Context: an optimization exercise on an open-source flow, tuned for small area, a short achievable clock period and few clock cycles. The choices shown serve that exercise and are no tape-out recipe.
RTL that was checked went through simulation tests only; none was proved equivalent to the original.
No functional check of the RTL was part of run 7.
Power is estimated from default activity; no workload was simulated.

==> design/flow/config.mk <==
export PLATFORM = sky130hd
export DESIGN_NAME = mul_accel_top
export DESIGN_NICKNAME = mul_accel_top
export VERILOG_FILES = /design/flow/design.v
export SDC_FILE = /design/flow/constraint.sdc
export NUM_CORES = 4
export LEC_CHECK = 0
export CAP_MARGIN = 20
export CORE_MARGIN = 8
export CORE_UTILIZATION = 40
export CTS_BUF_LIST = sky130_fd_sc_hd__clkbuf_4
export PLACE_DENSITY = 0.6
export SETUP_SLACK_MARGIN = 4
export SLEW_MARGIN = 20
==> design/flow/constraint.sdc <==
create_clock -name core_clock -period 8.0 [get_ports {clk_i}]
set_input_delay 1.6000 -clock core_clock [delete_from_list [all_inputs] [get_ports {clk_i}]]
set_output_delay 1.6000 -clock core_clock [all_outputs]
set_load 0.01 [all_outputs]
==> design/flow/design.v <==
package mul_accel_pkg;
  typedef logic [31:0] word_t;
  typedef logic [31:0] addr_t;
  typedef logic [15:0] operand_t;
  typedef logic [3:0]  shift_t;
  typedef enum logic [2:0] {IDLE, RD_A, WT_A, RD_B, WT_B, FEED, DRAIN, WR_C} stream_state_e;
  localparam addr_t CsrShift  = 32'd0;
  localparam addr_t CsrCommit = 32'd1;
  localparam addr_t CsrCount  = 32'd2;
  localparam addr_t CsrBaseA  = 32'd0;
  localparam addr_t CsrBaseB  = 32'd1;
  localparam addr_t CsrBaseC  = 32'd2;
  localparam addr_t CsrLength = 32'd3;
  localparam addr_t CsrStart  = 32'd4;
  localparam addr_t CsrStatus = 32'd5;
endpackage
module mul_accel_top #(
  parameter int unsigned StreamerCsrNum = 6
) (
  input  logic  clk_i,
  input  logic  rst_n_i,
  input  mul_accel_pkg::addr_t csr_req_addr_i,
  input  mul_accel_pkg::word_t csr_req_data_i,
  input  logic  csr_req_write_i,
  input  logic  csr_req_valid_i,
  output logic  csr_req_ready_o,
  output mul_accel_pkg::word_t csr_rsp_data_o,
  output logic  csr_rsp_valid_o,
  input  logic  csr_rsp_ready_i,
  output mul_accel_pkg::addr_t tcdm_addr_o,
  output mul_accel_pkg::word_t tcdm_wdata_o,
  output logic  tcdm_write_o,
  output logic  tcdm_req_o,
  input  logic  tcdm_gnt_i,
  input  mul_accel_pkg::word_t tcdm_rdata_i,
  input  logic  tcdm_rvalid_i
);
  logic [31:0] base_a_q, base_b_q, base_c_q, len_q, count_q;
  logic [3:0]  shift_q, cshift_q;
  logic        rsp_valid_q;
  logic [6:0]  rsel_q;
  logic        st_a_q, st_b_q, st_c_q, st_t_q;
  logic        first_q, last_q;
  logic [31:0] idx_q;
  logic [31:0] addr_q;
  logic        ga_q, gb_q, s1_q, s2_q, cv_q;
  logic [15:0] a_q, b_q;
  logic [31:0] c_q;
  logic busy;
  assign busy = st_a_q | st_b_q | st_c_q | st_t_q;
  logic       req_fire, wr, hi_zero;
  logic [3:0] a4;
  logic       start;
  assign req_fire = csr_req_valid_i & ~rsp_valid_q;
  assign wr       = req_fire & csr_req_write_i;
  assign hi_zero  = csr_req_addr_i[31:4] == '0;
  assign a4       = csr_req_addr_i[3:0];
  assign start    = wr & hi_zero & (a4 == 4'd4) & ~busy & (len_q != '0);
  logic [6:0] rsel_d;
  logic       rd;
  assign rd = ~csr_req_write_i & hi_zero;
  assign rsel_d = {rd & (a4 == 4'd5) & busy, rd & (a4 == 4'd6), rd & (a4 == 4'd8),
                   rd & (a4 == 4'd3), rd & (a4 == 4'd2), rd & (a4 == 4'd1), rd & (a4 == 4'd0)};
  always_ff @(posedge clk_i or negedge rst_n_i) begin
    if (!rst_n_i) begin
      rsp_valid_q <= 1'b0;
    end else if (req_fire) begin
      rsp_valid_q <= 1'b1;
    end else if (csr_rsp_ready_i) begin
      rsp_valid_q <= 1'b0;
    end
  end
  always_ff @(posedge clk_i) begin
    if (req_fire) rsel_q <= rsel_d;
  end
  assign csr_rsp_data_o = ({32{rsel_q[0]}} & base_a_q) | ({32{rsel_q[1]}} & base_b_q) |
                          ({32{rsel_q[2]}} & base_c_q) | ({32{rsel_q[3]}} & len_q) |
                          ({32{rsel_q[4]}} & count_q) | ({32{rsel_q[5]}} & {28'd0, shift_q}) |
                          {31'd0, rsel_q[6]};
  assign csr_req_ready_o = ~rsp_valid_q;
  assign csr_rsp_valid_o = rsp_valid_q;
  always_ff @(posedge clk_i or negedge rst_n_i) begin
    if (!rst_n_i) begin
      base_a_q <= '0;
      base_b_q <= '0;
      base_c_q <= '0;
      len_q    <= '0;
      shift_q  <= '0;
      cshift_q <= '0;
    end else begin
      if (wr && hi_zero && !busy) begin
        if (a4 == 4'd0) base_a_q <= csr_req_data_i;
        if (a4 == 4'd1) base_b_q <= csr_req_data_i;
        if (a4 == 4'd2) base_c_q <= csr_req_data_i;
        if (a4 == 4'd3) len_q    <= csr_req_data_i;
        if (a4 == 4'd7) cshift_q <= shift_q;
      end
      if (wr && hi_zero && a4 == 4'd6) shift_q <= csr_req_data_i[3:0];
    end
  end
  logic gnt_a, gnt_b, gnt_c, adv_c, done;
  assign gnt_a = st_a_q & tcdm_gnt_i;
  assign gnt_b = st_b_q & tcdm_gnt_i;
  assign gnt_c = req_c & tcdm_gnt_i;
  assign adv_c = st_c_q & (first_q | gnt_c);
  assign done  = st_t_q & gnt_c;
  logic cnt_pend, cnt_hold, creq_q, dfr_q, req_c;
  assign cnt_pend = rsp_valid_q & rsel_q[4];
  assign cnt_hold = cnt_pend | dfr_q;
  assign req_c    = (st_c_q | st_t_q) & cv_q & (creq_q | ~cnt_hold);
  always_ff @(posedge clk_i or negedge rst_n_i) begin
    if (!rst_n_i) begin
      count_q <= '0;
      creq_q  <= 1'b0;
      dfr_q   <= 1'b0;
    end else begin
      creq_q <= req_c & ~tcdm_gnt_i;
      if (!cnt_pend && (gnt_c || dfr_q)) begin
        count_q <= count_q + 32'd1;
        dfr_q   <= 1'b0;
      end else if (gnt_c) begin
        dfr_q   <= 1'b1;
      end
    end
  end
  function automatic logic sum_eq(input logic [31:0] x, input logic [31:0] y, input logic [31:0] k);
    logic ok;
    logic c;
    ok = 1'b1;
    c  = 1'b0;
    for (int i = 0; i < 32; i++) begin
      ok = ok & ((x[i] ^ y[i] ^ k[i]) == c);
      c  = (x[i] & y[i]) | ((x[i] ^ y[i]) & ~k[i]);
    end
    sum_eq = ok;
  endfunction
  logic [31:0] nbase;
  logic        ncin;
  logic [32:0] nsum;
  always_comb begin
    if (st_a_q) begin
      nbase = base_b_q;  ncin = 1'b1;
    end else if (st_b_q || (st_c_q && last_q)) begin
      nbase = base_c_q;  ncin = 1'b0;
    end else begin
      nbase = base_a_q;  ncin = 1'b1;
    end
  end
  assign nsum = {nbase, ncin} + {idx_q, 1'b1};
  always_ff @(posedge clk_i or negedge rst_n_i) begin
    if (!rst_n_i) begin
      st_a_q  <= 1'b0;
      st_b_q  <= 1'b0;
      st_c_q  <= 1'b0;
      st_t_q  <= 1'b0;
      first_q <= 1'b0;
      last_q  <= 1'b0;
      idx_q   <= '1;
      ga_q    <= 1'b0;
      gb_q    <= 1'b0;
      s1_q    <= 1'b0;
      s2_q    <= 1'b0;
      cv_q    <= 1'b0;
    end else begin
      ga_q <= gnt_a;
      gb_q <= gnt_b;
      if (start) begin
        st_a_q  <= 1'b1;
        first_q <= 1'b1;
      end
      if (gnt_a) begin
        st_a_q <= 1'b0;
        st_b_q <= 1'b1;
      end
      if (gnt_b) begin
        st_b_q <= 1'b0;
        st_c_q <= 1'b1;
        idx_q  <= idx_q + 32'd1;
        last_q <= sum_eq(idx_q, 32'd2, len_q);
      end
      if (adv_c) begin
        st_c_q  <= 1'b0;
        first_q <= 1'b0;
        if (last_q) st_t_q <= 1'b1;
        else        st_a_q <= 1'b1;
      end
      if (done) begin
        st_t_q <= 1'b0;
        idx_q  <= '1;
      end
      if (gb_q) s1_q <= 1'b1;
      else if (!cv_q) s1_q <= 1'b0;
      s2_q <= s1_q & ~cv_q;
      if (s2_q) cv_q <= 1'b1;
      else if (gnt_c) cv_q <= 1'b0;
    end
  end
  always_ff @(posedge clk_i) begin
    if (start | gnt_a | gnt_b | adv_c) addr_q <= nsum[32:1];
  end
  assign tcdm_req_o   = st_a_q | st_b_q | req_c;
  assign tcdm_write_o = st_c_q | st_t_q;
  assign tcdm_addr_o  = addr_q;
  logic        s1_fire;
  logic [7:0]  dig;
  logic [15:0] addend;
  logic [23:0] msum;
  assign s1_fire = s1_q & ~cv_q;
  assign dig     = b_q[7:0];
  assign addend  = s2_q ? c_q[31:16] : 16'd0;
  assign msum    = a_q * dig + addend;
  always_ff @(posedge clk_i) begin
    if (ga_q) a_q <= tcdm_rdata_i[15:0];
    if (gb_q) b_q <= tcdm_rdata_i[15:0];
    else if (s1_fire) b_q[7:0] <= b_q[15:8];
    if (s1_fire | s2_q) c_q[31:8] <= msum;
    if (s2_q) c_q[7:0] <= c_q[15:8];
  end
  assign tcdm_wdata_o = c_q >> cshift_q;
endmodule
==> design/flow/run.sh <==
#!/bin/bash
# synth_recipe.tcl (not shown) runs the flow's synth.tcl, then flattens the netlist and writes it again
# the make line also repeats each setting of config.mk as NAME=value (left out here)
make -C /OpenROAD-flow-scripts/flow DESIGN_CONFIG=/design/flow/config.mk WORK_HOME=/design/flow/orfs CLKGATE_MAP_FILE= SYNTH_SCRIPT=/design/flow/synth_recipe.tcl finish
==> flow_metrics.py, run 1 <==
metrics = {
    "outcome": {
        "status": "timing/DRC/antenna clean",
    },
    "sta": {
        "fin_tns_setup_ns": 0,
        "final_hold_viol_count": 0,
        "finClkSkew_ns": 0.102,
        "slew_headroom_pct": 43.0,
        "period_minus_slack_ns": 4.67,
        "drv_slew": 0,
        "finalSetupViolCount": 0,
        "tightest_slew_ns": 0.855,
        "rsz0062_at_grt": "true",
        "min_period_over_period_pct": 58.4,
        "fmax_ghz": 0.214,
    },
    "cts": {
        "cts_tree": "built",
        "cts_root_buf": "clkbuf_4",
        "clockBufferDepth": 3,
        "cts.sinks": 317,
        "numCtsBuffers": 89,
        "clk_latency_ns": 0.88,
        "path_clk_slew_ns": 0.07,
        "cts_max_level": 3,
    },
    "cells_and_area": {
        "drive_gt1_share_pct": 29.7,
        "layout_common_cells": "nand2_1 (244), dfrtp_1 (177), mux2_2 (148), inv_1 (133), clkbuf_4 (127)",
        "fin_nets": 2604,
        "area_growth_pct": 26.8,
        "final_common_cell": "nand2_1",
    },
    "drt": {
        "via_count": 16683,
        "viasPerCell": 5.47,
        "drt_iter0_markers": 1450,
        "detail_route.wl_per_cell_um": 20.9,
        "drc": 0,
        "drt_pass1_iterations": 6,
        "ant_nets": 0,
        "wl_um": 63700,
    },
    "job": {
        "cap_violations": 0,
    },
    "setup_path": {
        "r2r-start": "s2_q",
        "crit_end": "c_q[24]",
        "setup.worst_path.start_class": "flop",
        "regToRegEndpoint": "c_q[24]",
        "worstPathArrival_ns": 5.23,
        "critical_path_class": "flop to flop",
        "required_ns": 8.56,
        "setup.worst_path.start": "s2_q",
        "worstSetupEndpointType": "flop",
        "ff2ff_path_depth": 17,
        "crit_path_max_fanout": 7,
        "r2r_slack_ns": 3.33,
    },
    "floorplanning": {
        "initial_core_util_pct": 40.3,
        "die_w_um": 246,
        "coreArea_um2": 52400,
        "rows": 84,
        "dieArea_um2": 60500,
        "fp.dieH_um": 246,
        "ios": 203,
    },
    "logic_synthesis": {
        "async_reset_ff_share_pct": 67.5,
        "synth-edff-count": 103,
        "postSynthCellCount": 1950,
        "synth.largest_area_cell": "dfrtp_1",
        "synthTopCellsByArea": "dfrtp_1 (22%), edfxtp_1 (15%), fa_1 (9.6%)",
        "ys_warn_count": 1,
        "ys_seq_area_share_pct": 40.1,
        "syn_area_um2": 21100,
        "synthFlopType": "dfrtp_1",
        "synth_top_area_share_pct": 21.5,
        "syn_nets": 2262,
        "synth.distinct_cells": 65,
        "ys_ff_latch": 317,
        "syn_avg_cell_area_um2": 10.8,
    },
    "grt": {
        "grt_pass1_vias": 16985,
        "antenna_found_initial": 3,
        "grt_max_degree": 82,
        "grt_pass1_wl_um": 96500,
        "overflow": 0,
        "track_usage_pct": 20.5,
    },
    "power_and_ir_drop": {
        "p_per_area_nw_per_um2": 122,
        "ir_drop_uv": 90.8,
        "power_leakage_nw": 12.6,
        "power_mw": 3.28,
    },
    "hold_path": {
        "min_path_type": "flop to flop",
    },
    "place": {
        "gp_congestion": 0.880,
        "dp_hpwl_um": 43500,
        "numPortBuffers": 185,
    },
}
## stage by stage
step | utilization, % | worst slack, ns | hold WS [ns] | std cells | area, um2
after global placement | 45.4 | 2.95 | 0.463 | 2759 | 23800
after floorplan | - | 3.55 | 0.441 | 1950 | 21300
after global routing | 51.1 | 3.19 | 0.493 | 3049 | 26800
after CTS | 49.9 | 3.40 | 0.482 | 3011 | 26200
final | 51.1 | 3.33 | 0.483 | 3049 | 26800
after detailed placement | 45.4 | 2.95 | 0.474 | 2759 | 23800
## sequential cells by signal, summed over array words and instances, names as in the netlist, 4 cells and up
register and count:
len_q 32, count_q 32, addr_q 32, a_q 16, b_q 16, shift_q 4
base_a_q 32, base_c_q 32, c_q 32, idx_q 32, rsel_q 7, base_b_q 32
cshift_q 4
## critical path, stage by stage, from the launching register on
cell and delay (ns):
dfrtp_4 0.54, buf_6 0.15, nand2_2 0.08, fa_1 0.44
fa_1 0.52, fa_1 0.43, fa_1 0.50, inv_2 0.05
ha_4 0.23, a21o_1 0.19, a21oi_2 0.16, a21boi_2 0.09
o21ai_2 0.16, o21ai_2 0.12, a31oi_4 0.27, o21bai_1 0.15
a31oi_1 0.24, xnor2_1 0.10
## report_power, final
part	internal [mW]	switching (mW)
logic	0.0583	0.0728
clock network	0.738	0.734
registers	1.67	0.00343
total	2.47	0.810
## area by class of cell
class                      instances  area (um2)
tap                              688         861
antenna                            4        10.0
timing repair inverter             1        7.51
multi-input combinational       1406       12500
timing repair buffer             332        3270
clock inverter                    29         150
inverter                         145         574
sequential                       317        8500
clock buffer                     127         953
fill                            4674       25600
## how the worst min path moves through the flow
stage | depth (start not counted) | startpoint | end | slack [ns]
CTS | 1 | count_q[31] | count_q[31] | 0.48
global placement | 1 | s1_q | s1_q | 0.46
finish | 1 | s1_q | s1_q | 0.48
detailed placement | 1 | count_q[31] | count_q[31] | 0.47
global route | 1 | count_q[31] | count_q[31] | 0.49
floorplan | 1 | count_q[31] | count_q[31] | 0.44
## what timing repair did
action,CTS,global route
endpoints found under the setup margin,104,113
pin swaps,78,89
hold buffers,0,0
gates resized for setup,289,183
gates cloned,10,1
setup buffers,86,33
## synthesized netlist by cell type, types with 6 or more instances
cell / instances
nand3_1: 46
or3_1: 8
mux2i_1: 63
and4_1: 6
and3_1: 24
o21bai_1: 8
nor3_1: 14
xor2_1: 53
nor4_1: 20
a21o_1: 27
a31oi_1: 6
nor2_1: 52
a22oi_1: 39
and2_1: 57
fa_1: 101
nand2b_1: 10
ha_1: 108
buf_1: 11
mux2_2: 149
mux4_2: 18
dfstp_2: 32
o21ai_0: 76
o21a_1: 7
dfrtp_1: 182
nand2_1: 258
a222oi_1: 29
a21oi_1: 63
xnor2_1: 80
nand4_1: 21
nor2b_1: 10
inv_1: 143
clkbuf_1: 66
edfxtp_1: 103
## routing by layer
layer | GRT usage [%] | part of all wire (%) | up-vias
met5 | 0 | 0.071 | -
met4 | 7.42 | 2.6 | 2
met3 | 5.29 | 7.4 | 115
met2 | 31.4 | 46 | 576
met1 | 27.7 | 44 | 8352
li1 | - | - | 7638
## logic make-up (layout without fill, tap and decap cells)
group,after synthesis,in the layout,synth area share [%]
simple gates,539,539,12.1
flops,317,317,40.1
compound gates,295,295,9.37
mux,230,230,12.8
buf+inv,227,634,4.09
fa+ha+maj,209,209,16.0
xor+xnor,133,133,5.51
other cells,0,4,0
Testbench counts, summed over its fixed seeds: cycles 11,462.
==> run 2, diff against run 1 <==
==> design/flow/flow/run.sh (new file) <==
#!/bin/bash
set -euo pipefail
bash standard.sh "BUFFER_PORTS_ARGS=-buffer_cell sky130_fd_sc_hd__buf_1" finish > flow_make.log 2>&1
==> design/flow/standard.sh (new file) <==
#!/bin/bash
# synth_recipe.tcl (not shown) runs the flow's synth.tcl, then flattens the netlist and writes it again
# the make line also repeats each setting of config.mk as NAME=value (left out here)
make -C /OpenROAD-flow-scripts/flow DESIGN_CONFIG=/design/flow/config.mk WORK_HOME=/design/flow/orfs CLKGATE_MAP_FILE= SYNTH_SCRIPT=/design/flow/synth_recipe.tcl "${@:-finish}"
--- a/design/flow/config.mk
+++ b/design/flow/config.mk
@@ -8,7 +8,9 @@
 export CAP_MARGIN = 20
 export CORE_MARGIN = 8
 export CORE_UTILIZATION = 40
-export CTS_BUF_LIST = sky130_fd_sc_hd__clkbuf_4
+export CTS_BUF_LIST = sky130_fd_sc_hd__clkbuf_16
+export CTS_CLUSTER_DIAMETER = 100
+export CTS_CLUSTER_SIZE = 20
 export PLACE_DENSITY = 0.6
 export SETUP_SLACK_MARGIN = 4
 export SLEW_MARGIN = 20
removed: design/flow/run.sh
==> run 2 against run 1 <==
Net effect:
- critical endpoint is now c_q[31]
- cell count shrank 5.2%
- critical path type unchanged
- utilization shrank 4.4 points
- first-iteration DRC count shrank 11%
- synthesized cell count is the same
- non-clock buffer count shrank 39
- design area shrank 8.7%
- die area is the same
- critical path depth shrank 2
- wire length shrank 6.3%
==> flow_metrics.py, run 2 <==
metrics = {
    "place": {
        "dp_cells": 2758,
        "gp_congestion": 0.894,
        "dp_hpwl_um": 42600,
        "numPortBuffers": 185,
        "pre_cts_ws_ns": 2.94,
    },
    "sta": {
        "rsz0062_at_grt": "true",
        "final_hold_viol_count": 0,
        "slew_headroom_pct": 35.9,
        "holdWs_ns": 0.485,
        "min_period_over_period_pct": 57.2,
        "drv_slew": 0,
        "fin_tns_setup_ns": 0,
        "tightest_slew_ns": 0.951,
        "finalSetupViolCount": 0,
        "fmax_ghz": 0.219,
        "setup_ws_ns": 3.43,
        "period_minus_slack_ns": 4.57,
        "finClkSkew_ns": 0.0280,
    },
    "cts": {
        "cts_tree": "built",
        "cts_root_buf": "clkbuf_16",
        "numCtsBuffers": 20,
        "cts.sinks": 317,
        "clockBufferDepth": 3,
        "cts_max_level": 1,
        "clk_latency_ns": 0.55,
        "ctsHoldBuffers": 0,
        "path_clk_slew_ns": 0.09,
    },
    "grt": {
        "track_usage_pct": 19.3,
        "grt_pass1_wl_um": 92800,
        "grt_pass1_vias": 16218,
        "overflow": 0,
        "antenna_found_initial": 8,
        "grt_max_degree": 196,
    },
    "power_and_ir_drop": {
        "power_leakage_nw": 11.3,
        "power_mw": 2.80,
        "ir_drop_uv": 165,
        "p_per_area_nw_per_um2": 115,
    },
    "logic_synthesis": {
        "ys_warn_count": 1,
        "synth-edff-count": 103,
        "ys_ff_latch": 317,
        "synthFlopType": "dfrtp_1",
        "async_reset_ff_share_pct": 67.5,
        "postSynthCellCount": 1950,
        "synth_common_cells": "nand2_1 (258), dfrtp_1 (182), mux2_2 (149), inv_1 (143), ha_1 (108)",
        "synth_top_area_share_pct": 21.5,
        "synth.most_common_cell": "nand2_1",
        "syn_area_um2": 21100,
        "synth.largest_area_cell": "dfrtp_1",
        "synthTopCellsByArea": "dfrtp_1 (22%), edfxtp_1 (15%), fa_1 (9.6%)",
        "syn_avg_cell_area_um2": 10.8,
        "ys_seq_area_share_pct": 40.1,
        "syn_nets": 2262,
        "synth.distinct_cells": 65,
    },
    "floorplanning": {
        "coreArea_um2": 52400,
        "dieArea_um2": 60500,
        "fp.dieH_um": 246,
        "rows": 84,
        "die_w_um": 246,
        "ios": 203,
        "initial_core_util_pct": 40.3,
    },
    "cells_and_area": {
        "fin_nets": 2496,
        "final_cell_count_no_fill": 2890,
        "layout_common_cells": "nand2_1 (249), buf_1 (183), dfrtp_1 (177), mux2_2 (149), inv_1 (145)",
        "drive_gt1_share_pct": 20.4,
        "area_growth_pct": 15.8,
        "final_common_cell": "nand2_1",
    },
    "drt": {
        "drt_iter0_markers": 1295,
        "wl_um": 59700,
        "detail_route.wl_per_cell_um": 20.7,
        "viasPerCell": 5.50,
        "drt_pass1_iterations": 6,
        "via_count": 15891,
        "ant_nets": 0,
        "drc": 0,
    },
    "hold_path": {
        "min_path_type": "flop to flop",
    },
    "outcome": {
        "status": "timing/DRC/antenna clean",
    },
    "setup_path": {
        "worstPathArrival_ns": 4.87,
        "critical_path_class": "flop to flop",
        "setup.worst_path.start_class": "flop",
        "worstSetupEndpointType": "flop",
        "crit_path_max_fanout": 6,
        "required_ns": 8.29,
    },
    "job": {
        "cap_violations": 0,
    },
}
run 2: path summary, 6_finish.rpt:
| kind | slack [ns] | depth (start not counted) | end | startpoint |
|---|---|---|---|---|
| setup reg to reg | 3.43 | 15 | c_q[31] | a_q[4] |
| setup / recovery | 3.43 | 15 | c_q[31] | a_q[4] |
| max in group asynchronous | 5.67 | 3 | cshift_q[2] | rst_n_i |
| hold / removal | 0.49 | 1 | count_q[31] | count_q[31] |
| hold reg to reg | 0.49 | 1 | count_q[31] | count_q[31] |
| min in group asynchronous | 1.19 | 1 | idx_q[23] | rst_n_i |
run 2: power breakdown:
group | internal (mW) | switching, mW | total [mW]
Sequential | 1.67 | 0.00314 | 1.67
Clock | 0.465 | 0.578 | 1.04
Combinational | 0.0194 | 0.0677 | 0.0871
run 2: kinds of logic after synthesis:
kind of cell / synth area share [%]
AO/OA/AOI/OAI: 9.37
AND/OR/NAND/NOR: 12.1
buffers and inverters: 4.09
multiplexers: 12.8
flip-flops: 40.1
adder cells (fa/ha/maj): 16.0
XOR/XNOR: 5.51
run 2: critical path, stage by stage (launching register included):
cell	delay (ns)
edfxtp_1	0.57
buf_6	0.16
nand2_1	0.06
fa_1	0.48
inv_1	0.05
fa_1	0.49
fa_1	0.56
fa_1	0.45
ha_4	0.25
or2_4	0.26
a21oi_4	0.12
a21oi_2	0.06
a31oi_4	0.26
o21ai_2	0.09
o41a_1	0.33
xnor2_1	0.13
run 2: area by class of cell:
cell class,instances,area (um2)
diodes,4,10.0
flip-flops and latches,317,8500
multi-input cells,1406,12300
fillers,4854,28000
clock inverters,16,85.1
repair inverters,1,7.51
clock buffers,20,500
well taps,688,861
repair buffers,293,1720
inverters,145,551
run 2: timing repair:
action / 4_1_cts / 5_1_grt
buffers inserted: 69 / 16
resized for setup: 69 / 64
endpoints found under the setup margin: 69 / 75
endpoints found under the hold margin: 0 / 0
pin swaps: 35 / 26
cloned: 4 / 2
run 2: stage by stage:
| stage | instance area, um2 | utilization, % |
|---|---|---|
| floorplan | 21300 | - |
| global placement | 22600 | 43.2 |
| detailed placement | 22600 | 43.2 |
| CTS | 24100 | 45.9 |
| global route | 24500 | 46.7 |
| finish | 24500 | 46.7 |
run 2: routing by layer:
metal	track usage [%]	share of wire, %	vias to the layer above
li1	-	-	7359
met1	27.7	46	7975
met5	0	0.095	-
met4	5.00	2.1	8
met2	30.2	45	473
met3	2.83	6.3	76
==> run 3, diff against run 2 <==
--- a/design/flow/config.mk
+++ b/design/flow/config.mk
@@ -12,5 +12,5 @@
 export CTS_CLUSTER_DIAMETER = 100
 export CTS_CLUSTER_SIZE = 20
 export PLACE_DENSITY = 0.6
-export SETUP_SLACK_MARGIN = 4
+export SETUP_SLACK_MARGIN = 3.4
 export SLEW_MARGIN = 20
==> run 3 against run 2 <==
Net effect:
- clock skew up 0.00070 ns
- critical path depth grew 4
- largest power group unchanged
- worst hold slack worse by 0.0024 ns
- via count decreased by 0.77%
- clock-buffer cell count up 1
- combinational power down 2.9%
- wire length shrank 1.5%
- synthesized area did not move
- setup slack got worse by 0.11 ns
- fmax down 2.4%
- register-to-register slack lost 0.11 ns
==> flow_metrics.py, run 3 <==
metrics = {
    "outcome": {
        "status": "timing/DRC/antenna clean",
    },
    "power_and_ir_drop": {
        "p_seq_share_pct": 59.3,
        "p_sw_share_pct": 23.1,
        "internal-power_mw": 2.17,
        "p_per_area_nw_per_um2": 118,
        "combPwrFrac_pct": 3.0,
        "switchingPower_uw": 652,
        "power_leakage_nw": 11.1,
        "clkPwrFrac_pct": 37.7,
        "ir_drop_uv": 145,
    },
    "setup_path": {
        "worstSetupEndpointType": "flop",
        "path_cells": "buf_4, buf_4, nand2_2, fa_1, fa_1, fa_1, fa_1, inv_2, ha_4, a21o_1, a21oi_2, a21boi_2, o21ai_2, o21ai_2, a31oi_2, buf_4, o21ai_4, a21boi_2, xnor2_1",
        "required_ns": 8.30,
        "setup.worst_path.start_class": "flop",
        "critical_path_class": "flop to flop",
        "crit_path_max_fanout": 4,
        "max_stage_delay_ns": 0.52,
        "timing.critical_path.mode_cell": "fa_1",
        "worstPathArrival_ns": 4.98,
        "cp_slowest_cell": "fa_1",
    },
    "hold_path": {
        "min_path_type": "flop to flop",
    },
    "drt": {
        "drt_iter0_markers": 1148,
        "drt_pass1_iterations": 8,
        "wl_um": 58800,
        "via_count": 15768,
        "ant_nets": 0,
        "viasPerCell": 5.51,
        "detail_route.wl_per_cell_um": 20.5,
        "drc": 0,
    },
    "place": {
        "gp_congestion": 0.918,
        "numPortBuffers": 185,
        "pre_cts_ws_ns": 2.74,
        "dp_hpwl_um": 42600,
    },
    "sta": {
        "fmax_ghz": 0.214,
        "setup_ws_ns": 3.32,
        "slew_headroom_pct": 34.0,
        "drv_slew": 0,
        "min_period_over_period_pct": 58.5,
        "period_minus_slack_ns": 4.68,
        "final_hold_viol_count": 0,
        "rsz0062_at_grt": "true",
        "tightest_slew_ns": 0.980,
        "finClkSkew_ns": 0.0287,
        "finalSetupViolCount": 0,
        "fin_tns_setup_ns": 0,
    },
    "logic_synthesis": {
        "ys_ff_latch": 317,
        "synth.largest_area_cell": "dfrtp_1",
        "synth_common_cells": "nand2_1 (258), dfrtp_1 (182), mux2_2 (149), inv_1 (143), ha_1 (108)",
        "synth_top_area_share_pct": 21.5,
        "synth.distinct_cells": 65,
        "syn_nets": 2262,
        "synthTopCellsByArea": "dfrtp_1 (22%), edfxtp_1 (15%), fa_1 (9.6%)",
        "ys_seq_area_share_pct": 40.1,
        "synthFlopType": "dfrtp_1",
        "syn_area_um2": 21100,
        "postSynthCellCount": 1950,
        "syn_avg_cell_area_um2": 10.8,
        "synth-edff-count": 103,
        "ys_warn_count": 1,
        "synth.most_common_cell": "nand2_1",
        "async_reset_ff_share_pct": 67.5,
    },
    "grt": {
        "track_usage_pct": 19.0,
        "grt_max_degree": 151,
        "grt_pass1_vias": 16178,
        "overflow": 0,
        "grt_pass1_wl_um": 91500,
        "antenna_found_initial": 9,
    },
    "floorplanning": {
        "fp.dieH_um": 246,
        "die_w_um": 246,
        "dieArea_um2": 60500,
        "rows": 84,
        "initial_core_util_pct": 40.3,
        "ios": 203,
        "coreArea_um2": 52400,
    },
    "cells_and_area": {
        "layout_common_cells": "nand2_1 (253), buf_1 (184), dfrtp_1 (179), mux2_2 (149), inv_1 (141)",
        "regArea_um2": 8490,
        "final_common_cell": "nand2_1",
        "fill_cells": 4885,
        "multi_input_area_um2": 12100,
        "fin_nets": 2471,
        "area_growth_pct": 13.5,
        "drive_gt1_share_pct": 18.1,
    },
    "cts": {
        "clockBufferDepth": 3,
        "cts.sinks": 317,
        "clk_latency_ns": 0.56,
        "cts_tree": "built",
        "numCtsBuffers": 20,
        "path_clk_slew_ns": 0.09,
        "cts_root_buf": "clkbuf_16",
        "cts_max_level": 1,
        "ctsHoldBuffers": 0,
    },
    "job": {
        "cap_violations": 0,
    },
}
run 3: changes by cell type in the layout (fill, tap and decap cells not counted), moves of 4 or more:
cell     delta
buf_4      -14
buf_12      -5
o21ai_0    +13
o21ai_2    -10
inv_1       -4
nand2_1     +4
ha_1        +5
run 3: through the flow:
step	hold slack (ns)	cell area, um2	instances	power [mW]	utilization, %
global placement	0.464	22600	2758	1.79	43.1
finish	0.483	24000	2862	2.82	45.7
global route	0.501	24000	2860	2.91	45.7
detailed placement	0.466	22600	2758	1.79	43.1
CTS	0.479	23800	2842	2.85	45.3
floorplan	0.441	21200	1950	1.73	-
run 3: path summary, 6_finish.rpt:
check,end,start,slack (ns),cells after the start
max,c_q[28],b_q[1],3.32,19
min,count_q[31],count_q[31],0.48,1
max reg2reg,c_q[28],b_q[1],3.32,19
min reg2reg,count_q[31],count_q[31],0.48,1
max in group asynchronous,count_q[1],rst_n_i,5.49,2
min in group asynchronous,last_q,rst_n_i,1.20,1
run 3: logic make-up after synthesis:
logic type | count (synthesis) | synth area share [%]
simple gates | 539 | 12.1
flops | 317 | 40.1
compound gates | 295 | 9.37
mux | 230 | 12.8
buf+inv | 227 | 4.09
fa+ha+maj | 209 | 16.0
xor+xnor | 133 | 5.51
run 3: routing by layer:
layer | global-route usage, % | part of all wire [%] | vias up
met5 | 0 | 0.070 | -
met4 | 5.75 | 2.8 | 6
met3 | 3.19 | 5.9 | 93
met2 | 29.8 | 45 | 441
met1 | 26.7 | 46 | 7955
li1 | - | - | 7273
run 3: worst max-delay path, delay by kind of cell, from the launching register on:
kind	cells	cell delay, ns
adders and majority gates	5	2.12
and+or+nand+nor	1	0.05
xor gates and xnor gates	1	0.09
DFF	1	0.47
AOI/OAI and AO/OA	8	1.18
buffers and inverters	4	0.54
run 3: power by group through the flow:
| stage | logic [mW] | registers (mW) | clock network (mW) |
|---|---|---|---|
| after floorplan | 0.0200 | 1.71 | 0 |
| after global placement | 0.0836 | 1.71 | 0 |
| after detailed placement | 0.0853 | 1.71 | 0 |
| after CTS | 0.0854 | 1.67 | 1.09 |
| after global routing | 0.0929 | 1.67 | 1.15 |
| final | 0.0846 | 1.67 | 1.07 |
run 3: timing repair:
item | in CTS | in global routing
buffers inserted | 53 | 13
setup endpoints to repair | 13 | 28
pin swaps | 58 | 32
gates cloned | 0 | 1
gates resized for setup | 53 | 34
run 3: cell type report:
| cell class | instances | share of cell area [%] |
|---|---|---|
| inverters | 145 | 2.28 |
| clock inverters | 10 | 0.271 |
| clock buffers | 21 | 2.19 |
| repair inverters | 1 | 0.0209 |
| well taps | 688 | 3.59 |
| diodes | 6 | 0.0626 |
| multi-input cells | 1406 | 50.4 |
| repair buffers | 268 | 5.76 |
| flip-flops and latches | 317 | 35.4 |
==> run 4, diff against run 3 <==
--- a/design/flow/config.mk
+++ b/design/flow/config.mk
@@ -9,8 +9,8 @@
 export CORE_MARGIN = 8
 export CORE_UTILIZATION = 40
 export CTS_BUF_LIST = sky130_fd_sc_hd__clkbuf_16
-export CTS_CLUSTER_DIAMETER = 100
-export CTS_CLUSTER_SIZE = 20
+export CTS_CLUSTER_DIAMETER = 150
+export CTS_CLUSTER_SIZE = 30
 export PLACE_DENSITY = 0.6
-export SETUP_SLACK_MARGIN = 3.4
+export SETUP_SLACK_MARGIN = 4
 export SLEW_MARGIN = 20
==> run 4 against run 3 <==
Net effect:
- cell count up 0.31%
- synthesized cell count stayed put
- critical path depth is 2 lower
- clock power fell by 18%
- via count about the same
- sequential share of layout area shrank 0.42 points
- setup slack improved by 0.060 ns
- total power fell by 6.3%
- utilization increased by 0.58 points
- wire length grew 0.92%
- design area grew 1.3%
- first-iteration DRC count rose by 9.6%
- critical path type unchanged
- largest power group unchanged
==> flow_metrics.py, run 4 <==
metrics = {
    "cts": {
        "numCtsBuffers": 14,
        "cts_tree": "built",
        "cts_max_level": 1,
        "clk_latency_ns": 0.53,
        "path_clk_slew_ns": 0.12,
        "clockBufferDepth": 3,
        "ctsHoldBuffers": 0,
        "cts.sinks": 317,
        "cts_root_buf": "clkbuf_16",
    },
    "drt": {
        "detail_route.wl_per_cell_um": 20.7,
        "wl_met2_um": 27300,
        "drt-met1-wl_um": 27300,
        "top_layer": "met5",
        "via_count": 15770,
        "drc": 0,
        "drt_pass1_iterations": 8,
        "wl_um": 59300,
        "viasPerCell": 5.49,
        "drt_iter0_markers": 1258,
        "wl_met3_um": 3630,
        "ant_nets": 0,
    },
    "setup_path": {
        "cp_top_family": "adder cells",
        "cp_slowest_cell": "edfxtp_1",
        "path_cells": "buf_4, nand2_1, fa_1, fa_1, inv_2, fa_1, fa_1, ha_4, buf_4, a21oi_4, a21boi_2, o21ai_2, o21ai_2, a31oi_4, o21ai_2, a21oi_2, xnor2_2",
        "worstSetupEndpointType": "flop",
        "required_ns": 8.29,
        "worst-path-buf-inv": 3,
        "timing.critical_path.mode_cell": "fa_1",
        "critical_path_class": "flop to flop",
        "worstPathArrival_ns": 4.92,
        "setup.worst_path.start_class": "flop",
        "max_stage_delay_ns": 0.54,
        "r2r_slack_ns": 3.38,
        "crit_path_max_fanout": 6,
    },
    "cells_and_area": {
        "fin_nets": 2483,
        "drive_gt1_share_pct": 20.3,
        "final_common_cell": "nand2_1",
        "area_growth_pct": 14.9,
        "layout_common_cells": "nand2_1 (249), buf_1 (180), dfrtp_1 (175), mux2_2 (149), inv_1 (138)",
    },
    "sta": {
        "final_hold_viol_count": 0,
        "finClkSkew_ns": 0.0264,
        "min_period_over_period_pct": 57.8,
        "fin_tns_setup_ns": 0,
        "period_minus_slack_ns": 4.62,
        "rsz0062_at_grt": "true",
        "slew_headroom_pct": 39.9,
        "fmax_ghz": 0.216,
        "drv_slew": 0,
        "finalSetupViolCount": 0,
        "setup_ws_ns": 3.38,
        "tightest_slew_ns": 0.899,
    },
    "job": {
        "cap_violations": 0,
    },
    "grt": {
        "track_usage_pct": 19.0,
        "grt_pass1_wl_um": 91900,
        "overflow": 0,
        "grt_max_degree": 196,
        "grt_pass1_vias": 15949,
        "antenna_found_initial": 8,
    },
    "place": {
        "dp_hpwl_um": 42600,
        "pre_cts_ws_ns": 2.94,
        "gp_congestion": 0.894,
        "numPortBuffers": 185,
    },
    "logic_synthesis": {
        "synthFlopType": "dfrtp_1",
        "ys_ff_latch": 317,
        "syn_nets": 2262,
        "syn_area_um2": 21100,
        "synth-edff-count": 103,
        "synth_top_area_share_pct": 21.5,
        "ys_warn_count": 1,
        "synth_common_cells": "nand2_1 (258), dfrtp_1 (182), mux2_2 (149), inv_1 (143), ha_1 (108)",
        "ys_seq_area_share_pct": 40.1,
        "synth.distinct_cells": 65,
        "postSynthCellCount": 1950,
        "syn_avg_cell_area_um2": 10.8,
        "async_reset_ff_share_pct": 67.5,
        "synth.most_common_cell": "nand2_1",
        "synthTopCellsByArea": "dfrtp_1 (22%), edfxtp_1 (15%), fa_1 (9.6%)",
        "synth.largest_area_cell": "dfrtp_1",
    },
    "power_and_ir_drop": {
        "power_leakage_nw": 11.2,
        "p_per_area_nw_per_um2": 109,
        "ir_drop_uv": 117,
    },
    "floorplanning": {
        "fp.dieH_um": 246,
        "die_w_um": 246,
        "initial_core_util_pct": 40.3,
        "ios": 203,
        "dieArea_um2": 60500,
        "coreArea_um2": 52400,
        "rows": 84,
    },
    "outcome": {
        "status": "timing/DRC/antenna clean",
    },
    "hold_path": {
        "min_path_type": "flop to flop",
    },
}
[run 4: area by class of cell]
| class | instances | area [um2] |
|---|---|---|
| Tap cell | 688 | 861 |
| Timing Repair Buffer | 286 | 1680 |
| Clock inverter | 9 | 41.3 |
| Antenna cell | 4 | 10.0 |
| Multi-Input combinational cell | 1406 | 12300 |
| Clock buffer | 15 | 375 |
| Inverter | 145 | 551 |
| Timing Repair inverter | 1 | 7.51 |
| Sequential cell | 317 | 8500 |
| Fill cell | 4904 | 28200 |
[run 4: final timing paths]
path	from	endpoint	depth (start not counted)
setup / recovery	a_q[3]	c_q[26]	17
hold / removal	count_q[31]	count_q[31]	1
min in group asynchronous	rst_n_i	idx_q[23]	1
hold reg to reg	count_q[31]	count_q[31]	1
setup reg to reg	a_q[3]	c_q[26]	17
max in group asynchronous	rst_n_i	s2_q	3
[run 4: metrics by stage]
| stage | hold slack [ns] | util, % | instance area (um2) | total power, mW | std cells |
|---|---|---|---|---|---|
| floorplan | 0.441 | - | 21300 | 1.73 | 1950 |
| global placement | 0.464 | 43.2 | 22600 | 1.79 | 2758 |
| detailed placement | 0.466 | 43.2 | 22600 | 1.79 | 2758 |
| CTS | 0.482 | 45.2 | 23700 | 2.68 | 2838 |
| global route | 0.503 | 46.3 | 24300 | 2.73 | 2869 |
| finish | 0.485 | 46.3 | 24300 | 2.64 | 2871 |
[run 4: cells by family (layout without fill, tap and decap cells)]
group                      after synthesis  in the layout  share of synthesized area, %
other                                    0              4                             0
and+or+nand+nor                        539            539                          12.1
xor gates and xnor gates               133            133                          5.51
DFF                                    317            317                          40.1
adders and majority gates              209            209                          16.0
AOI/OAI and AO/OA                      295            295                          9.37
buffers and inverters                  227            456                          4.09
muxes                                  230            230                          12.8
[run 4: what timing repair did]
item                                    CTS  global route
endpoints found under the setup margin   69            72
setup buffers                            53            26
resized for setup                        62            79
pin swaps                                42            52
cloned                                    3             2
[run 4: metal layers]
layer  vias to the layer above  GRT usage [%]
met2                       459           29.9
li1                       7300              -
met1                      7935           27.6
met4                         8           4.25
met3                        68           2.62
met5                         -              0
[run 4: where the power goes]
part           total (mW)  switching (mW)  internal [mW]
Sequential           1.67         0.00315           1.67
Combinational      0.0873          0.0675         0.0198
Clock               0.882           0.532          0.350
Total                2.64           0.603           2.04
==> run 5, diff against run 4 <==
--- a/design/flow/config.mk
+++ b/design/flow/config.mk
@@ -8,9 +8,6 @@
 export CAP_MARGIN = 20
 export CORE_MARGIN = 8
 export CORE_UTILIZATION = 40
-export CTS_BUF_LIST = sky130_fd_sc_hd__clkbuf_16
-export CTS_CLUSTER_DIAMETER = 150
-export CTS_CLUSTER_SIZE = 30
 export PLACE_DENSITY = 0.6
 export SETUP_SLACK_MARGIN = 4
 export SLEW_MARGIN = 20
==> run 5 against run 4 <==
Net effect:
- highest routed layer unchanged
- critical endpoint is now c_q[31]
- fmax rose by 0.50%
- largest cell class unchanged
- register-to-register slack improved by 0.02 ns
- synthesized cell count did not move
- still clean on timing, DRC and antenna
- cell count rose by 2.2%
- via count rose by 1.4%
- synthesized area did not move
- die area did not move
- design area rose by 4.7%
==> flow_metrics.py, run 5 <==
metrics = {
    "outcome": {
        "status": "timing/DRC/antenna clean",
    },
    "job": {
        "cap_violations": 0,
    },
    "grt": {
        "use_met2_pct": 30.0,
        "top_usage_layer": "met2",
        "antenna_found_initial": 8,
        "use_met1_pct": 27.5,
        "grt_pass1_wl_um": 93600,
        "track_usage_pct": 19.5,
        "overflow": 0,
        "grt_pass1_vias": 16341,
        "gr-usage-met3_pct": 4.02,
        "grt_max_degree": 196,
    },
    "floorplanning": {
        "coreArea_um2": 52400,
        "dieArea_um2": 60500,
        "fp.dieH_um": 246,
        "die_w_um": 246,
        "ios": 203,
        "rows": 84,
        "initial_core_util_pct": 40.3,
    },
    "power_and_ir_drop": {
        "p_per_area_nw_per_um2": 141,
        "ir_drop_uv": 120,
        "power_leakage_nw": 11.8,
    },
    "setup_path": {
        "crit_path_max_fanout": 7,
        "critical_path_class": "flop to flop",
        "cp_slowest_cell": "fa_1",
        "path_cells": "buf_4, buf_4, nand2_1, fa_1, inv_1, fa_1, fa_1, fa_1, ha_2, a21o_1, a31oi_4, o21ai_2, o41a_1, xnor2_1",
        "worstPathArrival_ns": 4.90,
        "setup.worst_path.start": "a_q[5]",
        "crit_end": "c_q[31]",
        "ff2ff_path_depth": 14,
        "regToRegEndpoint": "c_q[31]",
        "r2r-start": "a_q[5]",
        "max_stage_delay_ns": 0.55,
        "required_ns": 8.30,
        "setup.worst_path.start_class": "flop",
        "timing.critical_path.mode_cell": "fa_1",
        "worstSetupEndpointType": "flop",
        "r2r_slack_ns": 3.40,
    },
    "logic_synthesis": {
        "synth.largest_area_cell": "dfrtp_1",
        "synth.most_common_cell": "nand2_1",
        "synth-edff-count": 103,
        "syn_nets": 2262,
        "synth_top_area_share_pct": 21.5,
        "synth_common_cells": "nand2_1 (258), dfrtp_1 (182), mux2_2 (149), inv_1 (143), ha_1 (108)",
        "ys_ff_latch": 317,
        "ys_seq_area_share_pct": 40.1,
        "postSynthCellCount": 1950,
        "syn_area_um2": 21100,
        "ys_warn_count": 1,
        "synth.distinct_cells": 65,
        "synthFlopType": "dfrtp_1",
        "syn_avg_cell_area_um2": 10.8,
        "async_reset_ff_share_pct": 67.5,
        "synthTopCellsByArea": "dfrtp_1 (22%), edfxtp_1 (15%), fa_1 (9.6%)",
    },
    "cells_and_area": {
        "fill_cells": 4765,
        "layout_common_cells": "nand2_1 (246), buf_1 (177), dfrtp_1 (176), mux2_2 (147), inv_1 (135)",
        "fin_nets": 2523,
        "multi_input_area_um2": 12300,
        "final_common_cell": "nand2_1",
        "drive_gt1_share_pct": 22.3,
        "regArea_um2": 8500,
        "area_growth_pct": 20.3,
        "final_cell_count_no_fill": 2934,
    },
    "cts": {
        "path_clk_slew_ns": 0.06,
        "numCtsBuffers": 39,
        "cts_root_buf": "clkbuf_16",
        "cts.sinks": 317,
        "ctsHoldBuffers": 0,
        "cts_max_level": 2,
        "clockBufferDepth": 3,
        "clk_latency_ns": 0.58,
        "cts_tree": "built",
    },
    "place": {
        "dp_hpwl_um": 42600,
        "dp_cells": 2758,
        "gp_congestion": 0.894,
        "numPortBuffers": 185,
    },
    "sta": {
        "period_minus_slack_ns": 4.60,
        "tightest_slew_ns": 0.922,
        "holdWs_ns": 0.482,
        "fmax_ghz": 0.217,
        "final_hold_viol_count": 0,
        "finalSetupViolCount": 0,
        "rsz0062_at_grt": "true",
        "slew_headroom_pct": 37.9,
        "fin_tns_setup_ns": 0,
        "min_period_over_period_pct": 57.5,
        "finClkSkew_ns": 0.0297,
        "drv_slew": 0,
    },
    "drt": {
        "drt_pass1_iterations": 8,
        "drc": 0,
        "via_count": 15998,
        "viasPerCell": 5.45,
        "detail_route.wl_per_cell_um": 20.6,
        "wl_um": 60400,
        "ant_nets": 0,
        "drt_iter0_markers": 1299,
    },
    "hold_path": {
        "min_path_cells": 1,
        "min_path_type": "flop to flop",
    },
}
-- run 5: cell counts after synthesis --
Identical to the previous run, type by type.
-- run 5: how the worst min path moves through the flow --
stage	from	endpoint	slack [ns]
after floorplan	count_q[31]	count_q[31]	0.44
after detailed placement	count_q[31]	count_q[31]	0.47
after CTS	count_q[31]	count_q[31]	0.47
after global routing	s1_q	s1_q	0.49
after global placement	s1_q	s1_q	0.46
final	s1_q	s1_q	0.48
-- run 5: final cells by class --
| type | count | share of cell area [%] |
|---|---|---|
| antenna | 4 | 0.0393 |
| clock buffer | 56 | 4.41 |
| clock inverter | 16 | 0.880 |
| inverter | 145 | 2.16 |
| multi-input combinational | 1406 | 48.4 |
| sequential | 317 | 33.4 |
| tap | 688 | 3.38 |
| timing repair buffer | 301 | 7.27 |
| timing repair inverter | 1 | 0.0295 |
-- run 5: cell families after synthesis --
kind of cell	synth area share, %
buffers and inverters	4.09
adder cells (fa/ha/maj)	16.0
AND/OR/NAND/NOR	12.1
flip-flops	40.1
multiplexers	12.8
AO/OA/AOI/OAI	9.37
XOR/XNOR	5.51
-- run 5: per-stage QoR --
stage | utilization (%) | cell area, um2 | setup slack (ns) | total power [mW]
final | 48.5 | 25400 | 3.40 | 3.58
after global routing | 48.5 | 25400 | 3.19 | 3.70
after CTS | 47.1 | 24700 | 3.43 | 3.63
after detailed placement | 43.2 | 22600 | 2.94 | 1.79
after global placement | 43.2 | 22600 | 2.98 | 1.79
after floorplan | - | 21300 | 3.55 | 1.73
-- run 5: report_power, final --
group          total, mW  internal (mW)  switching (mW)
logic             0.0867         0.0198          0.0669
clock network       1.82           1.09           0.730
registers           1.68           1.67         0.00324
-- run 5: what timing repair did --
action,CTS,global route
setup endpoints to repair,69,77
cloned,4,4
resized for setup,65,96
buffers inserted,62,29
pin swaps,35,37
-- run 5: routing by layer --
| layer | part of all wire (%) | up-vias |
|---|---|---|
| met2 | 45 | 512 |
| met3 | 7.0 | 88 |
| li1 | - | 7408 |
| met4 | 2.4 | 8 |
| met5 | 0.091 | - |
| met1 | 45 | 7982 |
-- run 5: critical path, delay by kind of cell (launching register included) --
family	cells	cell delay, ns
flip-flops	1	0.54
XOR/XNOR	1	0.13
adder cells (fa/ha/maj)	5	2.35
AO/OA/AOI/OAI	4	0.92
AND/OR/NAND/NOR	1	0.07
buffers and inverters	3	0.33
==> run 6, diff against run 5 <==
--- a/design/flow/config.mk
+++ b/design/flow/config.mk
@@ -8,6 +8,9 @@
 export CAP_MARGIN = 20
 export CORE_MARGIN = 8
 export CORE_UTILIZATION = 40
+export CTS_BUF_LIST = sky130_fd_sc_hd__clkbuf_8
+export CTS_CLUSTER_DIAMETER = 80
+export CTS_CLUSTER_SIZE = 14
 export PLACE_DENSITY = 0.6
 export SETUP_SLACK_MARGIN = 4
 export SLEW_MARGIN = 20
==> run 6 against run 5 <==
Net effect:
- flip-flop and latch count unchanged
- largest power group is now sequential cells
- combinational power rose by 4.0%
- synthesized area did not move
- total power shrank 21%
- cell count about the same
- sequential power barely moved
==> flow_metrics.py, run 6 <==
metrics = {
    "outcome": {
        "status": "timing/DRC/antenna clean",
    },
    "logic_synthesis": {
        "ys_seq_area_share_pct": 40.1,
        "syn_avg_cell_area_um2": 10.8,
        "yosys.area_share.simple_pct": 12.1,
        "synth.largest_area_cell": "dfrtp_1",
        "ys_ff_latch": 317,
        "syn_area_um2": 21100,
        "synth_top_family_by_area": "adder cells",
        "synth.distinct_cells": 65,
        "postSynthCellCount": 1950,
        "synth.mux.area_fraction_pct": 12.8,
        "synthFlopType": "dfrtp_1",
        "synth_adder_area_share_pct": 16.0,
        "synth-edff-count": 103,
        "synth_common_cells": "nand2_1 (258), dfrtp_1 (182), mux2_2 (149), inv_1 (143), ha_1 (108)",
        "synth_top_area_share_pct": 21.5,
        "synthTopCellsByArea": "dfrtp_1 (22%), edfxtp_1 (15%), fa_1 (9.6%)",
        "async_reset_ff_share_pct": 67.5,
        "synth_compound_area_share_pct": 9.37,
        "synth.most_common_cell": "nand2_1",
        "ys_warn_count": 1,
        "syn_nets": 2262,
        "synth_xor_xnor_area_share_pct": 5.51,
    },
    "drt": {
        "detail_route.wl_per_cell_um": 20.9,
        "drc": 0,
        "drt_pass1_iterations": 6,
        "drt_iter0_markers": 1261,
        "ant_nets": 0,
        "wl_um": 61300,
        "viasPerCell": 5.47,
        "via_count": 16056,
    },
    "floorplanning": {
        "die_w_um": 246,
        "initial_core_util_pct": 40.3,
        "ios": 203,
        "coreArea_um2": 52400,
        "dieArea_um2": 60500,
        "rows": 84,
        "fp.dieH_um": 246,
    },
    "power_and_ir_drop": {
        "p_seq_share_pct": 59.5,
        "internal-power_mw": 2.13,
        "switchingPower_uw": 690,
        "combPwrFrac_pct": 3.2,
        "p_per_area_nw_per_um2": 112,
        "power_leakage_nw": 11.6,
        "ir_drop_uv": 128,
        "p_sw_share_pct": 24.5,
        "clkPwrFrac_pct": 37.3,
    },
    "cts": {
        "clockBufferDepth": 3,
        "numCtsBuffers": 30,
        "path_clk_slew_ns": 0.09,
        "cts.sinks": 317,
        "clk_latency_ns": 0.69,
        "cts_tree": "built",
        "cts_root_buf": "clkbuf_8",
        "ctsHoldBuffers": 0,
        "cts_max_level": 1,
    },
    "cells_and_area": {
        "layout_common_cells": "nand2_1 (241), dfrtp_1 (176), buf_1 (158), inv_1 (152), mux2_2 (149)",
        "drive_gt1_share_pct": 24.6,
        "area_growth_pct": 19.0,
        "fin_nets": 2528,
        "final_common_cell": "nand2_1",
        "final_cell_count_no_fill": 2933,
    },
    "place": {
        "dp_cells": 2758,
        "dp_hpwl_um": 42600,
        "numPortBuffers": 185,
        "gp_congestion": 0.894,
    },
    "sta": {
        "min_period_over_period_pct": 57.6,
        "final_hold_viol_count": 0,
        "fmax_ghz": 0.217,
        "tightest_slew_ns": 0.887,
        "fin_tns_setup_ns": 0,
        "finalSetupViolCount": 0,
        "rsz0062_at_grt": "true",
        "slew_headroom_pct": 40.2,
        "drv_slew": 0,
        "finClkSkew_ns": 0.0768,
        "period_minus_slack_ns": 4.61,
        "holdWs_ns": 0.488,
    },
    "setup_path": {
        "critical_path_class": "flop to flop",
        "crit_path_max_fanout": 6,
        "worstSetupEndpointType": "flop",
        "worstPathArrival_ns": 4.98,
        "required_ns": 8.37,
        "setup.worst_path.start_class": "flop",
        "ff2ff_path_depth": 14,
    },
    "job": {
        "cap_violations": 0,
    },
    "grt": {
        "grt_pass1_wl_um": 94100,
        "track_usage_pct": 19.5,
        "overflow": 0,
        "grt_pass1_vias": 16427,
        "antenna_found_initial": 9,
        "grt_max_degree": 196,
    },
    "hold_path": {
        "min_path_type": "flop to flop",
        "min_path_cells": 1,
    },
}
## run 6: cell count changes in the layout (fill, tap and decap cells not counted), sizes merged
cell      before  now
buf          292  304
clkinvlp       5    2
diode          4    5
clkinv         9    3
clkbuf        64   40
inv          145  165
bufinv         3    2
## run 6: cell families (layout without fill, tap and decap cells)
| logic type | after synthesis | count (layout) |
|---|---|---|
| compound gates | 295 | 295 |
| xor+xnor | 133 | 133 |
| fa+ha+maj | 209 | 209 |
| buf+inv | 227 | 517 |
| flops | 317 | 317 |
| mux | 230 | 230 |
| other cells | 0 | 5 |
| simple gates | 539 | 539 |
## run 6: timing repair
item	in CTS	in global routing
gates resized for setup	148	103
setup buffers	89	15
endpoints found under the setup margin	69	49
pin swaps	87	36
cloned	6	3
## run 6: critical path: stages, from the launching register on
cell,delay (ns)
edfxtp_1,0.35
buf_4,0.16
buf_4,0.13
nand2_1,0.07
fa_1,0.57
inv_1,0.06
fa_1,0.52
fa_1,0.52
fa_1,0.49
ha_1,0.41
a21o_1,0.27
a31oi_4,0.25
o21ai_2,0.09
o41a_1,0.33
xnor2_1,0.13
## run 6: cell type report
cell class	count	area, um2
antenna	5	12.5
inverter	145	551
timing repair buffer	315	2130
multi-input combinational	1406	12500
fill	4773	27300
tap	688	861
sequential	317	8500
clock buffer	30	413
timing repair inverter	1	7.51
clock inverter	26	205
## run 6: worst paths after layout
check | startpoint | slack (ns) | end
max in group asynchronous | rst_n_i | 5.75 | cshift_q[2]
min reg2reg | count_q[31] | 0.49 | count_q[31]
min in group asynchronous | rst_n_i | 1.04 | idx_q[22]
max | b_q[7] | 3.39 | c_q[31]
min | count_q[31] | 0.49 | count_q[31]
max reg2reg | b_q[7] | 3.39 | c_q[31]
## run 6: metrics by stage
step | power [mW] | worst slack [ns] | util, % | cell area [um2]
5_1_grt | 2.91 | 3.22 | 47.9 | 25100
4_1_cts | 2.85 | 3.39 | 46.8 | 24600
3_3_place_gp | 1.79 | 2.98 | 43.2 | 22600
6_report | 2.82 | 3.39 | 48.0 | 25200
2_1_floorplan | 1.73 | 3.55 | - | 21300
3_5_place_dp | 1.79 | 2.94 | 43.2 | 22600
## run 6: layer usage
metal	vias up	part of all wire, %	global-route usage, %
met4	8	2.4	5.31
met2	491	45	30.5
met1	8053	46	28.1
met5	-	0.086	0
li1	7413	-	-
met3	91	6.5	2.86
## run 6: power by group through the flow
stage | clock [mW] | combinational (mW) | sequential [mW]
finish | 1.05 | 0.0902 | 1.67
CTS | 1.09 | 0.0868 | 1.67
detailed placement | 0 | 0.0857 | 1.71
global route | 1.14 | 0.0986 | 1.67
global placement | 0 | 0.0839 | 1.71
floorplan | 0 | 0.0200 | 1.71
==> run 7, diff against run 6 <==
--- a/design/flow/design.v
+++ b/design/flow/design.v
@@ -44,7 +44,7 @@
   logic [31:0] idx_q;
   logic [31:0] addr_q;
   logic        ga_q, gb_q, s1_q, s2_q, cv_q;
-  logic [15:0] a_q, b_q;
+  logic [15:0] a_q;
   logic [31:0] c_q;
   logic busy;
   assign busy = st_a_q | st_b_q | st_c_q | st_t_q;
@@ -202,17 +202,41 @@
   assign tcdm_write_o = st_c_q | st_t_q;
   assign tcdm_addr_o  = addr_q;
   logic        s1_fire;
-  logic [7:0]  dig;
+  logic [7:0]  bhi_q;
+  logic [3:0]  one_q, two_q, neg_q;
+  logic        top_q;
+  logic [7:0]  nbyte;
   logic [15:0] addend;
   logic [23:0] msum;
   assign s1_fire = s1_q & ~cv_q;
-  assign dig     = b_q[7:0];
+  assign nbyte   = gb_q ? tcdm_rdata_i[7:0] : bhi_q;
   assign addend  = s2_q ? c_q[31:16] : 16'd0;
-  assign msum    = a_q * dig + addend;
+  always_comb begin
+    logic [23:0] acc;
+    logic [16:0] sel;
+    logic [23:0] row;
+    acc = {8'd0, addend};
+    for (int i = 0; i < 4; i++) begin
+      sel = ({17{one_q[i]}} & {1'b0, a_q}) | ({17{two_q[i]}} & {a_q, 1'b0});
+      row = {{7{neg_q[i]}}, sel ^ {17{neg_q[i]}}};
+      acc = acc + (row << (2 * i)) + (24'(neg_q[i]) << (2 * i));
+    end
+    acc = acc + ({8'd0, {16{top_q}} & a_q} << 8);
+    msum = acc;
+  end
   always_ff @(posedge clk_i) begin
     if (ga_q) a_q <= tcdm_rdata_i[15:0];
-    if (gb_q) b_q <= tcdm_rdata_i[15:0];
-    else if (s1_fire) b_q[7:0] <= b_q[15:8];
+    if (gb_q) bhi_q <= tcdm_rdata_i[15:8];
+    if (gb_q | s1_fire) begin
+      for (int i = 0; i < 4; i++) begin
+        logic lo;
+        lo = (i == 0) ? 1'b0 : nbyte[2*i-1];
+        neg_q[i] <= nbyte[2*i+1];
+        one_q[i] <= nbyte[2*i] ^ lo;
+        two_q[i] <= (nbyte[2*i+1] & ~nbyte[2*i] & ~lo) | (~nbyte[2*i+1] & nbyte[2*i] & lo);
+      end
+      top_q <= nbyte[7];
+    end
     if (s1_fire | s2_q) c_q[31:8] <= msum;
     if (s2_q) c_q[7:0] <= c_q[15:8];
   end
--- a/design/flow/config.mk
+++ b/design/flow/config.mk
@@ -8,9 +8,9 @@
 export CAP_MARGIN = 20
 export CORE_MARGIN = 8
 export CORE_UTILIZATION = 40
-export CTS_BUF_LIST = sky130_fd_sc_hd__clkbuf_8
-export CTS_CLUSTER_DIAMETER = 80
-export CTS_CLUSTER_SIZE = 14
+export CTS_BUF_LIST = sky130_fd_sc_hd__clkbuf_16
+export CTS_CLUSTER_DIAMETER = 100
+export CTS_CLUSTER_SIZE = 20
 export PLACE_DENSITY = 0.6
 export SETUP_SLACK_MARGIN = 4
 export SLEW_MARGIN = 20
==> run 7 against run 6 <==
Net effect:
- global-route usage shrank 0.11 points
- die area increased by 0.54%
- synthesized area increased by 0.58%
- clock-buffer cell count decreased by 8
- non-clock buffer count decreased by 19
- wire length shrank 1.7%
- fmax fell by 3.0%
- design area is 2.4% lower
- largest power group is now combinational cells
==> flow_metrics.py, run 7 <==
metrics = {
    "drt": {
        "drt_pass1_iterations": 6,
        "via_count": 15942,
        "viasPerCell": 5.55,
        "drc": 0,
        "drt_iter0_markers": 1317,
        "detail_route.wl_per_cell_um": 21.0,
        "ant_nets": 0,
        "wl_um": 60200,
    },
    "grt": {
        "grt_max_degree": 73,
        "antenna_found_initial": 8,
        "grt_pass1_vias": 16243,
        "overflow": 0,
        "grt_pass1_wl_um": 93800,
        "track_usage_pct": 19.4,
    },
    "place": {
        "dp_hpwl_um": 43200,
        "gp_congestion": 0.863,
        "pre_cts_ws_ns": 2.85,
        "placed_cell_area_um2": 22700,
        "numPortBuffers": 185,
    },
    "hold_path": {
        "min_path_cells": 1,
        "min_from": "count_q[31]",
        "whs_endpoint": "count_q[31]",
        "min_path_type": "flop to flop",
    },
    "power_and_ir_drop": {
        "ir_drop_uv": 522,
        "power_leakage_nw": 10.8,
        "p_per_area_nw_per_um2": 516,
    },
    "setup_path": {
        "setup.worst_path.start_class": "flop",
        "crit_path_max_fanout": 4,
        "r2r-start": "a_q[4]",
        "r2r_slack_ns": 3.25,
        "worstPathArrival_ns": 5.05,
        "ff2ff_path_depth": 16,
        "max_stage_delay_ns": 0.61,
        "required_ns": 8.30,
        "worstSetupEndpointType": "flop",
        "cp_slowest_cell": "fa_1",
        "regToRegEndpoint": "c_q[30]",
        "timing.critical_path.mode_cell": "fa_1",
        "path_cells": "buf_6, a22oi_1, xnor2_1, fa_1, fa_1, fa_1, ha_4, o21ai_1, nand2b_1, and3_4, a21oi_4, o22ai_4, o31a_1, or3_4, a311o_1, xor2_1",
        "critical_path_class": "flop to flop",
    },
    "cells_and_area": {
        "design_area_um2": 24600,
        "layout_common_cells": "nand2_1 (195), buf_1 (182), dfrtp_1 (177), xnor2_1 (133), mux2_2 (112)",
        "final_common_cell": "nand2_1",
        "area_growth_pct": 15.5,
        "drive_gt1_share_pct": 18.9,
        "fin_nets": 2435,
        "post-route-util_pct": 46.7,
    },
    "cts": {
        "ctsHoldBuffers": 0,
        "cts_tree": "built",
        "path_clk_slew_ns": 0.09,
        "cts_max_level": 1,
        "numCtsBuffers": 21,
        "cts.sinks": 321,
        "clk_latency_ns": 0.57,
        "cts_root_buf": "clkbuf_16",
        "clockBufferDepth": 3,
    },
    "floorplanning": {
        "coreArea_um2": 52600,
        "fp.dieH_um": 247,
        "die_w_um": 247,
        "ios": 203,
        "initial_core_util_pct": 40.5,
        "rows": 84,
        "dieArea_um2": 60800,
    },
    "logic_synthesis": {
        "synthTopCellsByArea": "dfrtp_1 (21%), edfxtp_1 (15%), fa_1 (6.3%)",
        "synth.most_common_cell": "nand2_1",
        "async_reset_ff_share_pct": 66.7,
        "synth_common_cells": "nand2_1 (195), dfrtp_1 (182), xnor2_1 (135), mux2_2 (112), edfxtp_1 (107)",
        "synth_top_area_share_pct": 21.4,
        "ys_warn_count": 1,
        "syn_avg_cell_area_um2": 10.9,
        "syn_area_um2": 21300,
        "synth-edff-count": 107,
        "synth.largest_area_cell": "dfrtp_1",
        "synth.distinct_cells": 73,
        "postSynthCellCount": 1953,
        "syn_nets": 2224,
        "ys_ff_latch": 321,
        "ys_seq_area_share_pct": 40.5,
        "synthFlopType": "dfrtp_1",
    },
    "sta": {
        "drv_slew": 0,
        "finalSetupViolCount": 0,
        "fmax_ghz": 0.211,
        "final_hold_viol_count": 0,
        "tightest_slew_ns": 1.02,
        "fin_tns_setup_ns": 0,
        "finClkSkew_ns": 0.0347,
        "rsz0062_at_grt": "true",
        "setup_ws_ns": 3.25,
        "slew_headroom_pct": 31.6,
        "period_minus_slack_ns": 4.75,
        "min_period_over_period_pct": 59.4,
    },
    "outcome": {
        "status": "timing/DRC/antenna clean",
    },
    "job": {
        "cap_violations": 0,
    },
}
-- run 7: cell types whose count changed in the layout (fill, tap and decap cells not counted), sizes merged, moves of 9 or more --
cell and change:
nand2 -63, a22oi +59, xnor2 +55, inv -49, and2 -36, fa -34, xor2 +21, clkbuf -17
nor2 +12, buf -10, nand4 +10, o21ai -9
-- run 7: critical path, delay by kind of cell (launching register included) --
family,cells,cell delay [ns]
adders and majority gates,4,1.75
and+or+nand+nor,3,0.63
AOI/OAI and AO/OA,6,1.13
xor gates and xnor gates,2,0.30
DFF,1,0.51
buffers and inverters,1,0.18
-- run 7: routing by layer --
metal	global-route usage (%)	part of all wire (%)
met5	0	0.042
met4	4.30	1.8
met3	2.88	6.5
met2	31.3	46
met1	27.4	46
-- run 7: worst max path at each step --
stage	slack [ns]	depth (start not counted)	from	endpoint
global placement	2.87	16	neg_q[0]	c_q[30]
finish	3.25	16	a_q[4]	c_q[30]
detailed placement	2.85	16	neg_q[0]	c_q[31]
CTS	3.27	17	a_q[4]	c_q[30]
floorplan	3.50	18	one_q[0]	c_q[30]
global route	3.08	19	one_q[0]	c_q[29]
-- run 7: stage by stage --
step	cells	total power, mW	hold slack, ns
after global routing	2868	13.7	0.514
after global placement	2741	9.89	0.466
after detailed placement	2741	10.0	0.472
final	2872	12.7	0.496
after CTS	2850	12.3	0.492
after floorplan	1953	8.39	0.443
-- run 7: layout make-up --
cell class / instances / area, um2
Inverter: 105 / 408
Clock buffer: 22 / 551
Sequential cell: 321 / 8620
Tap cell: 688 / 861
Timing Repair Buffer: 296 / 1760
Antenna cell: 5 / 12.5
Fill cell: 4851 / 28000
Multi-Input combinational cell: 1418 / 12200
Clock inverter: 16 / 93.8
Timing Repair inverter: 1 / 7.51
-- run 7: cell families after synthesis --
| group | count (synthesis) | share of synthesized area [%] |
|---|---|---|
| compound gates | 349 | 11.5 |
| xor+xnor | 209 | 8.61 |
| fa+ha+maj | 168 | 12.2 |
| buf+inv | 214 | 3.85 |
| flops | 321 | 40.5 |
| mux | 230 | 12.7 |
| simple gates | 462 | 10.5 |
-- run 7: power by group --
group | total, mW | internal [mW] | switching [mW]
logic | 8.83 | 4.33 | 4.50
clock network | 1.11 | 0.511 | 0.600
registers | 2.74 | 2.43 | 0.306
-- run 7: timing repair --
action	CTS	global route
hold endpoints to repair	0	0
cloned	3	0
setup buffers	68	17
pin swaps	14	8
endpoints found under the setup margin	62	40
gates resized for setup	60	53

==> static timing again, ports no longer ideal <==
The flow's constraints put no driver on any port. The routed layouts listed below were extracted and timed again, unchanged, in two steps. Step 1 assumes that a clkbuf_16 drives the clock port and a buf_2 every other input. Step 2 moves the port delays by t, midway between the first and last clock arrival at a register: inputs arrive t later, outputs are due t later. That takes back most of the time a late clock gives input paths. a / b / c = no drivers / after step 1 / after step 2; a / b = the first two.
run | t (ns) | setup slack, ns | worst hold slack (ns) | worst setup path after step 2 | latest minus earliest clock arrival (ns)
run 1 | 0.888 | 3.329 / 3.329 / 3.329 | 0.483 / 0.483 / 0.483 | register to register | 0.102 / 0.103
run 2 | 0.604 | 3.427 / 3.427 / 3.427 | 0.485 / 0.485 / 0.485 | register to register | 0.030 / 0.030
run 3 | 0.607 | 3.317 / 3.317 / 3.317 | 0.483 / 0.483 / 0.483 | register to register | 0.041 / 0.041
run 4 | 0.577 | 3.377 / 3.377 / 3.377 | 0.485 / 0.485 / 0.485 | register to register | 0.026 / 0.026
run 5 | 0.625 | 3.400 / 3.400 / 3.400 | 0.482 / 0.482 / 0.482 | register to register | 0.031 / 0.031
run 6 | 0.705 | 3.392 / 3.392 / 3.392 | 0.488 / 0.488 / 0.488 | register to register | 0.085 / 0.085
run 7 | 0.609 | 3.251 / 3.251 / 3.251 | 0.496 / 0.496 / 0.496 | register to register | 0.036 / 0.035
After both steps setup and hold are still met in every run listed.
